Background: an optimization exercise with open tools, aiming at small area, a short achievable clock period and few clock cycles per item. Do not read the settings as production practice. Where RTL was checked, it was by simulation tests only, not by an equivalence proof against the original. Power is estimated from default activity; no workload was simulated.

Design bounded_fifo_with_keyed_removal_core, start of the top module:
module bounded_fifo_with_keyed_removal_core #(
    parameter int DEPTH = 16
) (
    input  logic                              clk,
    input  logic                              rst_n,
    input  logic                              in_valid,
    output logic                              in_ready,
    input  logic [1:0]                        req_type,
    input  logic [bfkr_pkg::FIELD_W-1:0]      proc_num,
    input  logic [bfkr_pkg::FIELD_W-1:0]      arrival_time,
    input  logic [bfkr_pkg::FIELD_W-1:0]      cpu_time,
    input  logic [bfkr_pkg::FIELD_W-1:0]      search_key,
    input  logic                              cfg_valid,
    output logic                              cfg_ready,
    input  logic [bfkr_pkg::LIMIT_W-1:0]      queue_limit,
    output logic                              out_valid,
    input  logic                              out_ready,
    output logic                              status,
    output logic [bfkr_pkg::FIELD_W-1:0]      out_proc_num,
    output logic [bfkr_pkg::FIELD_W-1:0]      out_arrival_time,
    output logic [bfkr_pkg::FIELD_W-1:0]      out_cpu_time,
    output logic                              queue_empty,
    output logic [bfkr_pkg::COUNT_OUT_W-1:0]  record_count
);
export LEC_CHECK = 0
export CAP_MARGIN = 20
export CORE_MARGIN = 2
export CORE_UTILIZATION = 55
export CTS_CLUSTER_DIAMETER = 100
export CTS_CLUSTER_SIZE = 30
export SETUP_SLACK_MARGIN = 2.9
export SLEW_MARGIN = 20
export TNS_END_PERCENT = 30
create_clock -name core_clock -period 5.5 [get_ports {clk}]
run.sh (not shown) runs the stock make flow with config.mk's settings and CLKGATE_MAP_FILE= SYNTH_SCRIPT=/design/flow/synth_recipe.tcl, a recipe that flattens the netlist after the stock synthesis.
The starting point completed with no timing, DRC or antenna violations.
Testbench counts at the start, summed over its fixed seeds: cycles 4,044, items 4,000.
Edit:
Settings changed: CORE_UTILIZATION 55 to 60, TNS_END_PERCENT 30 to not set.
Synthesized area does not change; sequential cell count stays the same; setup slack is worse by 0.025 ns; maximum frequency drops by 0.89%; register-to-register slack is worse by 0.02 ns.
Edit:
Settings changed: ABC_CLOCK_PERIOD_IN_PS set to 3000, CORE_UTILIZATION 60 to 65, CTS_CLUSTER_DIAMETER 100 to 80, CTS_CLUSTER_SIZE 30 to 24.
Clock power rises by 14%; via count rises by 2.7%; power rises by 3.7%; routed wire length stays flat; flip-flop and latch count is unchanged.
Edit:
Settings changed: CORE_UTILIZATION 65 to 55, CTS_CLUSTER_DIAMETER 80 to 100, CTS_CLUSTER_SIZE 24 to 30.
Wire length came out higher by 8.7%.
Area after synthesis does not change.
Non-clock buffer count came out higher by 27.
Hold slack is about the same.

========
bounded_fifo_with_keyed_removal_core again, from the RTL that the note above started with.
make LEC_CHECK=0 ABC_CLOCK_PERIOD_IN_PS=4500 CAP_MARGIN=20 CORE_MARGIN=2 CORE_UTILIZATION=55 CTS_CLUSTER_DIAMETER=100 CTS_CLUSTER_SIZE=30 SETUP_SLACK_MARGIN=2.9 SLEW_MARGIN=20 finish   # period 5.5 ns
The baseline produced a clean layout.
Testbench counts at the start, summed over its fixed seeds: cycles 4,044, items 4,000.
Edit:
Settings changed: ABC_CLOCK_PERIOD_IN_PS 4500 to 3000, CTS_CLUSTER_DIAMETER 100 to not set, CTS_CLUSTER_SIZE 30 to not set.
Effect: The changed run completed without violations; combinational power came out lower by 4.8%; final cell count goes up by 2.4%; routed wire length drops by 0.44%; sequential share of layout area drops by 2.0 points; worst setup slack loses 0.094 ns.
Edit:
Settings changed: ABC_CLOCK_PERIOD_IN_PS 3000 to not set, CTS_CLUSTER_DIAMETER set to 100, CTS_CLUSTER_SIZE set to 30, SETUP_SLACK_MARGIN 2.9 to 2.7.
Effect: Setup slack degrades by 0.055 ns. Fmax goes down slightly. Power goes down by about a fifth. Die area does not change. Utilization goes down by 4.5 points. Non-clock buffer count goes down by 62. Final area goes down by a few percent. Combinational power goes down by roughly a tenth. Cell count goes down by a few percent.

========
Setup of run a:
Another version of the RTL of bounded_fifo_with_keyed_removal_core (not shown whole).
Size in the first run: about 2700 cells after synthesis, ~1000 flip-flops, ~130 I/O pins.
make LEC_CHECK=0 ABC_CLOCK_PERIOD_IN_PS=3000 CAP_MARGIN=20 CORE_MARGIN=2 CORE_UTILIZATION=55 SETUP_SLACK_MARGIN=2.8 SLEW_MARGIN=20 finish   # period 5.5 ns
Run a | status: complete | timing, DRC, antenna: pass
What run b does differently from run a at the input level:
Settings: ABC_CLOCK_PERIOD_IN_PS changed from 3000 to 2600; SETUP_SLACK_MARGIN changed from 2.8 to 3.1.
## What came out
- Run b: flow completed, timing, DRC and antenna clean
- Re setup slack: run a and run b aren't equal, and the higher value belongs to run a.
- Diff run a -> run b: final period demand of the worst path climbed 0.015 ns, sequential standard cell area barely changed.
- Side by side, final-layout clock buffer total turned out lower in run b than in run a.
Function was not checked in any run of this note: the RTL went through the layout flow alone.

========
== P ==
Another version of the RTL of bounded_fifo_with_keyed_removal_core (not shown whole).
Size: roughly 1000 flip-flops, about 0.040 sq mm of cells after synthesis.
==> flow/config.mk <==
export PLATFORM = sky130hd
export DESIGN_NAME = bounded_fifo_with_keyed_removal_core
export DESIGN_NICKNAME = bounded_fifo_with_keyed_removal_core
export VERILOG_FILES = /design/flow/design.v
export SDC_FILE = /design/flow/constraint.sdc
export NUM_CORES = 4
export LEC_CHECK = 0
export ABC_CLOCK_PERIOD_IN_PS = 3500
export CAP_MARGIN = 20
export CORE_MARGIN = 2
export CORE_UTILIZATION = 55
export SETUP_SLACK_MARGIN = 2.5
export SLEW_MARGIN = 20
==> flow/constraint.sdc <==
create_clock -name core_clock -period 5.5 [get_ports {clk}]
set_input_delay 1.1000 -clock core_clock [delete_from_list [all_inputs] [get_ports {clk}]]
set_output_delay 1.1000 -clock core_clock [all_outputs]
set_load 0.01 [all_outputs]
### P -> S
# P
export LEC_CHECK = 0
export ABC_CLOCK_PERIOD_IN_PS = 3500
export CAP_MARGIN = 20
export CORE_MARGIN = 2
export CORE_UTILIZATION = 55
export SETUP_SLACK_MARGIN = 2.5
export SLEW_MARGIN = 20
create_clock -name core_clock -period 5.5 [get_ports {clk}]
# S
export LEC_CHECK = 0
export ABC_CLOCK_PERIOD_IN_PS = 3200
export CAP_MARGIN = 20
export CORE_MARGIN = 2
export CORE_UTILIZATION = 40
export SETUP_SLACK_MARGIN = 2.7
export SLEW_MARGIN = 20
create_clock -name core_clock -period 5.5 [get_ports {clk}]
Notes after the runs:
- Going from P to S, via count shows an increase of 1665, number of buffer and inverter instances along the worst setup path decreased by 8 relative to the old numbers, overall power after layout picked up an extra 5.1%.
- S reports a higher number of antenna violations at the first check in global routing than P does.
- Sort S and P by cell area after layout, ascending, and P comes first.
No run of this note included a check of the RTL's function; only the layout flow was run.

separate check: timing with driven ports:
How much do the figures lean on ideal ports? The routed layouts below were timed once more, with nothing changed but the port constraints. Step 1 (the two cells are an assumption about what drives the block):
set clk [get_ports {clk}]
set_driving_cell -lib_cell sky130_fd_sc_hd__clkbuf_16 $clk
set_driving_cell -lib_cell sky130_fd_sc_hd__buf_2 [delete_from_list [all_inputs] $clk]
Step 2 times the ports against the registers' clock, not the clock port: input delays grow and output delays shrink by t, the midpoint of the rising clock arrivals with the driver on. Three values: no drivers, after step 1, after step 2; two values: the first two.
run	shift t [ns]	setup WS [ns]	worst data-port slew with drivers (ns)
the first run of note 1	0.708	2.720 / 2.720 / 2.108	0.10
the second run of note 1	0.686	2.695 / 2.695 / 2.177	0.14
the third run of note 1	0.718	2.722 / 2.722 / 2.150	0.11
the fourth run of note 1	0.702	2.804 / 2.750 / 2.249	0.13
the first run of note 2	0.702	2.804 / 2.750 / 2.249	0.13
the second run of note 2	0.748	2.710 / 2.710 / 2.120	0.13
the third run of note 2	0.696	2.655 / 2.631 / 2.051	0.11
run a	0.742	1.524 / 1.524 / 1.524	0.12
run b	0.749	1.509 / 1.509 / 1.509	0.12
P	0.730	1.997 / 1.997 / 1.717	0.12
S	0.772	2.175 / 2.102 / 1.846	0.16
After both steps every run listed still meets setup and hold. For the first run of note 1, which loses most, drivers alone change the setup slack by 0.000 ns; drivers and shift together by -0.612 ns.
